What follows belongs to an exercise in optimizing a design on an open flow for small area, a short achievable clock period and few clock cycles; a production flow would make more cautious choices.
Function was checked by simulation only, so behaviour that the tests miss may differ from the original.
Power figures rest on the tool's default switching activity, not on a simulated workload.

Design busDatapath, start of the top module:
module busDatapath (
    input  logic                                  Clock,
    input  logic                                  rstN,
    input  logic                                  stepReq,
    output logic                                  stepAck,
    input  logic                                  PCout,
    input  logic                                  PCin,
    input  logic                                  IncPC,
    input  logic                                  MARin,
    input  logic                                  MDRin,
    input  logic                                  MDRout,
    input  logic                                  Read,
    input  logic                                  IRin,
    input  logic                                  Yin,
    input  logic                                  Zin,
    input  logic                                  Zhighout,
    input  logic                                  Zlowout,
    input  logic                                  HIin,
    input  logic                                  HIout,
    input  logic                                  LOin,
    input  logic                                  LOout,
    input  logic                                  Gra,
    input  logic                                  Grb,
    input  logic                                  Grc,
    input  logic                                  Rin,
    input  logic                                  Rout,
    input  logic                                  BAout,
    input  logic                                  Cout,
    input  logic [datapathPkg::opWidth-1:0]       aluOp,
    input  logic [datapathPkg::dataWidth-1:0]     memDataIn,
    output logic [datapathPkg::dataWidth-1:0]     memDataOut,
    output logic [datapathPkg::dataWidth-1:0]     memAddr
);
For scale: roughly 860 flip-flops.
==> flow/config.mk <==
export PLATFORM = sky130hd
export DESIGN_NAME = busDatapath
export DESIGN_NICKNAME = busDatapath
export VERILOG_FILES = /design/flow/design.v
export SDC_FILE = /design/flow/constraint.sdc
export NUM_CORES = 4
export LEC_CHECK = 0
export CAP_MARGIN = 20
export CORE_MARGIN = 2
export CORE_UTILIZATION = 40
export SLEW_MARGIN = 20
==> flow/constraint.sdc <==
create_clock -name core_clock -period 13.0 [get_ports {Clock}]
set_input_delay 2.6000 -clock core_clock [delete_from_list [all_inputs] [get_ports {Clock}]]
set_output_delay 2.6000 -clock core_clock [all_outputs]
set_load 0.01 [all_outputs]
standard.sh (not shown) runs the stock make flow with config.mk's settings and CLKGATE_MAP_FILE= SYNTH_SCRIPT=/design/flow/synth_recipe.tcl, a recipe that flattens the netlist after the stock synthesis.
==> flow/flow/run.sh <==
#!/bin/bash
# The standard layout (standard.sh), with the extra make settings listed in
# flow/knobs.txt: the timing repair aims for extra setup slack, so that the
# tools keep shortening paths below the required period.
set -euo pipefail
cd "$(dirname "$0")/.."
args=()
while IFS= read -r line; do
    [[ -n "$line" && "$line" != \#* ]] && args+=("$line")
done < flow/knobs.txt
bash standard.sh "${args[@]}" finish > flow_make.log 2>&1
==> flow/flow/knobs.txt <==
SETUP_SLACK_MARGIN=9.0
CTS_ARGS=-sink_clustering_enable -repair_clock_nets -dont_use_dummy_load
Testbench counts at the start, summed over its fixed seeds: cycles 251,526.
Edit:
==> flow/flow/knobs.txt (replaced) <==
SETUP_SLACK_MARGIN=8.8
CTS_ARGS=-sink_clustering_enable -repair_clock_nets -dont_use_dummy_load -sink_clustering_size 24 -sink_clustering_max_diameter 120
TNS_END_PERCENT=30
What happened:
- worst setup slack loses 0.058 ns
- flip-flop and latch count stays the same
- synthesized area stays the same
- core utilization drops by 2.5 points
- die area does not change
- wire length falls by a few percent
- cell area came out lower by a few percent
- final cell count decreases by a few percent
Edit:
==> flow/flow/knobs.txt (replaced) <==
SETUP_SLACK_MARGIN=8.7
CTS_ARGS=-sink_clustering_enable -repair_clock_nets -dont_use_dummy_load -sink_clustering_size 24 -sink_clustering_max_diameter 120
Result:
- synthesized area is unchanged
- routed wire length fell by 1.7%
- die area stays the same
- global-route usage fell by 0.51 points
- first-iteration DRC count fell by 1.7%
- total power fell by 0.84%
- sequential cell count stays the same
- clock-buffer cell count stays the same


== build 88 ==
Starting RTL as in the previous note.
==> flow/design.v (excerpt) <==
module busDatapath (
    input  logic                                  Clock,
    input  logic                                  rstN,
    input  logic                                  stepReq,
    output logic                                  stepAck,
    input  logic                                  PCout,
    input  logic                                  PCin,
    input  logic                                  IncPC,
    input  logic                                  MARin,
    input  logic                                  MDRin,
    input  logic                                  MDRout,
    input  logic                                  Read,
    input  logic                                  IRin,
    input  logic                                  Yin,
    input  logic                                  Zin,
    input  logic                                  Zhighout,
    input  logic                                  Zlowout,
    input  logic                                  HIin,
    input  logic                                  HIout,
    input  logic                                  LOin,
    input  logic                                  LOout,
    input  logic                                  Gra,
    input  logic                                  Grb,
    input  logic                                  Grc,
    input  logic                                  Rin,
    input  logic                                  Rout,
    input  logic                                  BAout,
    input  logic                                  Cout,
    input  logic [datapathPkg::opWidth-1:0]       aluOp,
    input  logic [datapathPkg::dataWidth-1:0]     memDataIn,
    output logic [datapathPkg::dataWidth-1:0]     memDataOut,
    output logic [datapathPkg::dataWidth-1:0]     memAddr
);
==> flow/config.mk <==
export PLATFORM = sky130hd
export DESIGN_NAME = busDatapath
export DESIGN_NICKNAME = busDatapath
export VERILOG_FILES = /design/flow/design.v
export SDC_FILE = /design/flow/constraint.sdc
export NUM_CORES = 4
export LEC_CHECK = 0
export CAP_MARGIN = 20
export CORE_MARGIN = 2
export CORE_UTILIZATION = 40
export SLEW_MARGIN = 20
==> flow/constraint.sdc <==
create_clock -name core_clock -period 13.0 [get_ports {Clock}]
set_input_delay 2.6000 -clock core_clock [delete_from_list [all_inputs] [get_ports {Clock}]]
set_output_delay 2.6000 -clock core_clock [all_outputs]
set_load 0.01 [all_outputs]
==> flow/flow/knobs.txt <==
SETUP_SLACK_MARGIN=8.6
CTS_ARGS=-sink_clustering_enable -repair_clock_nets -dont_use_dummy_load
Scripts as last shown in full above: flow/flow/run.sh
Build 88 reached the final stage; the timing, design-rule and antenna checks on its layout passed.
Testbench counts of build 88, summed over its fixed seeds: cycles 251,526.
Changes in build 94 relative to build 88:
==> flow/flow/knobs.txt <==
SETUP_SLACK_MARGIN=9.0
CTS_ARGS=-sink_clustering_enable -repair_clock_nets -dont_use_dummy_load -sink_clustering_size 24 -sink_clustering_max_diameter 120
Notes after the runs:
Slew at the pin closest to its max-slew limit in build 94 vs build 88: down 0.022 ns. Global-route usage ended up 0.86 points higher on build 94 than on build 88. Compared with build 88, in build 94 via count grew by 355; power shows a reduction of 8.2%. Re share of total power in sequential cells: build 88 was lower than build 94. Status: endpoint required time on the critical path parity (build 88, build 94). Build 94 — worst setup slack after layout 0.15 ns higher, build 88 as reference. Build 94 does better than build 88 on time the final worst path needs with I/O delays and setup. For number of clock buffer instances in the layout, dividing the value from build 88 by the value from build 94 gives 2.1. Higher wire length the detailed router placed on met1 among build 88 and build 94: build 88.
What build 36 does differently from build 94 at the input level:
==> flow/flow/knobs.txt <==
SETUP_SLACK_MARGIN=8.8
CTS_ARGS=-sink_clustering_enable -repair_clock_nets -dont_use_dummy_load -sink_clustering_size 30 -sink_clustering_max_diameter 150
Results
- Looking at clock-buffer cell count, build 36 sits 7 below build 94.
- Number of H-tree branching levels came out exactly the same in build 36 and build 94.
- The estimated power of build 36 ends up lower than the estimate for build 94.
- Across both runs, area overhead of the layout relative to synthesis was lower for build 36 than for build 94.
- Comparing build 36 with build 94, the share of the cycle needed by the critical path after routing came out essentially unchanged.
- Number of instances resized during post-cts repair ends up lower on build 36.
- The total vias in the final route in build 36 sits 457 below the value recorded for build 94.

==> port drivers added, routing unchanged <==
Ports are ideal in the flow. The routed layouts listed here were re-timed in OpenROAD. Step 1 sets driving cells, clkbuf_16 on the clock port and buf_2 on the other inputs (assumed; they add their load-dependent delay and slew). Step 2 also shifts input and output timing later by t, the mid clock arrival at the registers, as if the neighbouring blocks saw the same clock. Three values: no drivers, after step 1, after step 2; two values: the first two.
| run | t, ns | slack for setup (ns) | clock arrival spread, ns | slew at the worst register clock pin (ns) | cell pins on the clock port's net |
|---|---|---|---|---|---|
| the first run of note 1 | 0.689 | 8.719 / 8.744 / 8.055 | 0.063 / 0.064 | 0.07 / 0.07 | 1 |
| the second run of note 1 | 0.666 | 8.662 / 8.593 / 8.027 | 0.075 / 0.076 | 0.11 / 0.11 | 1 |
| the third run of note 1 | 0.652 | 8.641 / 8.665 / 8.015 | 0.108 / 0.109 | 0.10 / 0.10 | 1 |
| build 88 | 0.679 | 8.500 / 8.526 / 7.851 | 0.107 / 0.108 | 0.07 / 0.07 | 1 |
| build 94 | 0.665 | 8.651 / 8.678 / 8.013 | 0.077 / 0.077 | 0.10 / 0.10 | 1 |
| build 36 | 0.661 | 8.651 / 8.685 / 8.024 | 0.062 / 0.062 | 0.12 / 0.12 | 1 |
After both steps every run listed still meets setup and hold. For the first run of note 1, which loses most, drivers alone change the setup slack by +0.025 ns; drivers and shift together by -0.664 ns.
